From an optimization exercise on the open Yosys and OpenROAD flow, aimed at small area; shortcuts taken in it are not production practice.
In this exercise RTL edits were held to simulation tests only and were not proved equivalent to the original.
No activity file was given, so power comes from the tool's default toggle rates.

==> flow/design.v (excerpt) <==
module cgra_tile
(
    input  logic         clk,
    input  logic         reset,
    input  logic         i_start_exec,
    input  logic [63:0]  i_ctrl,
    input  logic [3:0]   i_flit_valid,
    input  logic [127:0] i_flit_data,
    input  logic [31:0]  i_mem_rdata,
    output logic         o_result_valid,
    output logic [31:0]  o_result_data,
    output logic         o_mem_read,
    output logic         o_mem_write,
    output logic [8:0]   o_mem_addr,
    output logic [3:0]   o_mem_be,
    output logic [31:0]  o_mem_wdata,
    output logic [4:0]   o_loop_start,
    output logic [4:0]   o_loop_end
);
clock: 5.5 ns
lec_check: 0
cap_margin: 20
core_margin: 2
core_utilization: 40
gpl_timing_driven: 0
slew_margin: 20
standard.sh (not shown) runs the stock make flow with config.mk's settings and CLKGATE_MAP_FILE= SYNTH_SCRIPT=/design/flow/synth_recipe.tcl, a recipe that flattens the netlist after the stock synthesis.
==> flow/flow/run.sh <==
#!/bin/bash
# The standard layout, with the port buffers made from the smallest buffer cell
set -euo pipefail
export BUFFER_PORTS_ARGS="-buffer_cell sky130_fd_sc_hd__buf_1"
bash standard.sh finish > make_finish.log 2>&1
Then changed:
==> flow/flow/run.sh (replaced) <==
#!/bin/bash
# The standard layout (standard.sh) with three changes to how it is made:
#  - port buffers use the smallest buffer cell,
#  - CTS adds no dummy loads to balance the tree,
#  - after global route, gates off the critical paths are downsized.
set -euo pipefail
export BUFFER_PORTS_ARGS="-buffer_cell sky130_fd_sc_hd__buf_1"
export CTS_ARGS="-sink_clustering_enable -repair_clock_nets -dont_use_dummy_load"
export RECOVER_POWER=100
bash standard.sh finish > make_finish.log 2>&1
--- a/flow/config.mk
+++ b/flow/config.mk
@@ -10,3 +10,2 @@
 export CORE_UTILIZATION = 40
-export GPL_TIMING_DRIVEN = 0
 export SLEW_MARGIN = 20
Outcome: Now the flow ran to the end with violations: capacitance limit, slew limit; final area went down by 3.2%; wire length went down by 9.7%; synthesized area stays the same; setup slack improves by 0.28 ns; sequential power is about the same; via count went down by about 5%; first-iteration DRC count went down by about 1.4%.
Then changed:
==> flow/flow/run.sh (replaced) <==
#!/bin/bash
# The standard layout (standard.sh) with these changes to how it is made:
#  - abc maps with a relaxed delay target (&nf -R 100) and without its final
#    buffering and upsizing, so the netlist starts small; the flow's own
#    timing repair then sizes what the timing needs,
#  - port buffers use the smallest buffer cell,
#  - CTS adds no dummy loads and clusters up to 20 sinks per leaf buffer.
# Each tool's output goes to the logs under orfs/logs; make's own output
# goes to make_finish.log here.
set -euo pipefail
here=$(pwd)
rm -rf "$here/scripts_mod"
cp -r "$FLOW_HOME/scripts" "$here/scripts_mod"
sed -i 's/^&nf$/\&nf -R 100/; /^buffer -c$/d; /^upsize -c$/d' "$here/scripts_mod/abc_speed.script"
export SCRIPTS_DIR="$here/scripts_mod"
export BUFFER_PORTS_ARGS="-buffer_cell sky130_fd_sc_hd__buf_1"
export CTS_ARGS="-sink_clustering_enable -repair_clock_nets -dont_use_dummy_load -sink_clustering_size 20 -sink_clustering_max_diameter 80"
bash standard.sh finish > make_finish.log 2>&1
Outcome: The changed run completed without violations. Clock-buffer cell count goes down by 8. Fmax went up by 1.2%. Utilization increases by 1.8 points. Worst hold slack degrades by 0.0036 ns. Final area drops by 4.0%. Flip-flop and latch count stays the same. Via count falls by 1.2%. Critical path depth rises by 6. Clock power is lower by 19%. Final cell count is lower by 0.31%.
Then changed:
==> flow/flow/run.sh (replaced) <==
#!/bin/bash
# The standard layout, with the port buffers made from the smallest buffer cell
set -euo pipefail
export BUFFER_PORTS_ARGS="-buffer_cell sky130_fd_sc_hd__buf_1"
bash standard.sh finish > make_finish.log 2>&1
Final area went up by about 6%. Sequential cell count does not change. Area after synthesis climbs by 7.6%. Worst hold slack gains 0.0038 ns. Combinational power stays flat. Synthesized cell count came out higher by about 5%. Wire length is higher by 3.6%. Sequential share of layout area falls by 1.7 points. Die area rises by 7.5%. Clock skew goes down by 0.045 ns. Worst setup slack improved by 0.11 ns.
Then changed:
==> flow/flow/run.sh (replaced) <==
#!/bin/bash
# The standard layout (standard.sh) with these changes to how it is made:
#  - port buffers use the smallest buffer cell,
#  - CTS adds no dummy loads and clusters up to 20 sinks per leaf buffer.
# Each tool's output goes to the logs under orfs/logs; make's own output
# goes to make_finish.log here.
set -euo pipefail
here=$(pwd)
export BUFFER_PORTS_ARGS="-buffer_cell sky130_fd_sc_hd__buf_1"
export CTS_ARGS="-sink_clustering_enable -repair_clock_nets -dont_use_dummy_load -sink_clustering_size 20 -sink_clustering_max_diameter 80"
bash standard.sh finish > make_finish.log 2>&1
Worst setup slack degrades by 0.042 ns.
Sequential share of layout area is higher by 0.90 points.
Register-to-register slack degrades by 0.04 ns.
Critical path depth is unchanged.
Via count stays flat.
Combinational power stays flat.
Clock-buffer cell count is lower by 13.
Area after synthesis is unchanged.
Hold slack degrades by 0.0090 ns.
Power is lower by 14%.

-- separate check: timing with driven ports --
Ports are ideal in the flow. The routed layouts listed here were re-timed in OpenROAD. Step 1: set_driving_cell puts a clkbuf_16 on clk and a buf_2 on each other input, an assumption about the parent block. Step 2 also shifts input and output timing later by t, the mid clock arrival at the registers, as if the neighbouring blocks saw the same clock. Three values: no drivers, after step 1, after step 2; two values: the first two.
| run | t (ns) | setup slack, ns | clock arrival spread, ns | slew at the worst register clock pin (ns) | cell pins on the clock port's net |
|---|---|---|---|---|---|
| the first run | 0.601 | 0.212 / 0.212 / 0.212 | 0.017 / 0.017 | 0.07 / 0.07 | 1 |
| the second run | 0.578 | 0.493 / 0.493 / 0.434 | 0.068 / 0.069 | 0.06 / 0.06 | 1 |
| the third run | 0.538 | 0.551 / 0.551 / 0.551 | 0.073 / 0.073 | 0.09 / 0.09 | 1 |
| the fourth run | 0.604 | 0.660 / 0.660 / 0.660 | 0.030 / 0.030 | 0.07 / 0.07 | 1 |
| the fifth run | 0.528 | 0.618 / 0.618 / 0.618 | 0.017 / 0.018 | 0.08 / 0.08 | 1 |
For the second run, which loses most, drivers alone change the setup slack by 0.000 ns; drivers and shift together by -0.059 ns.
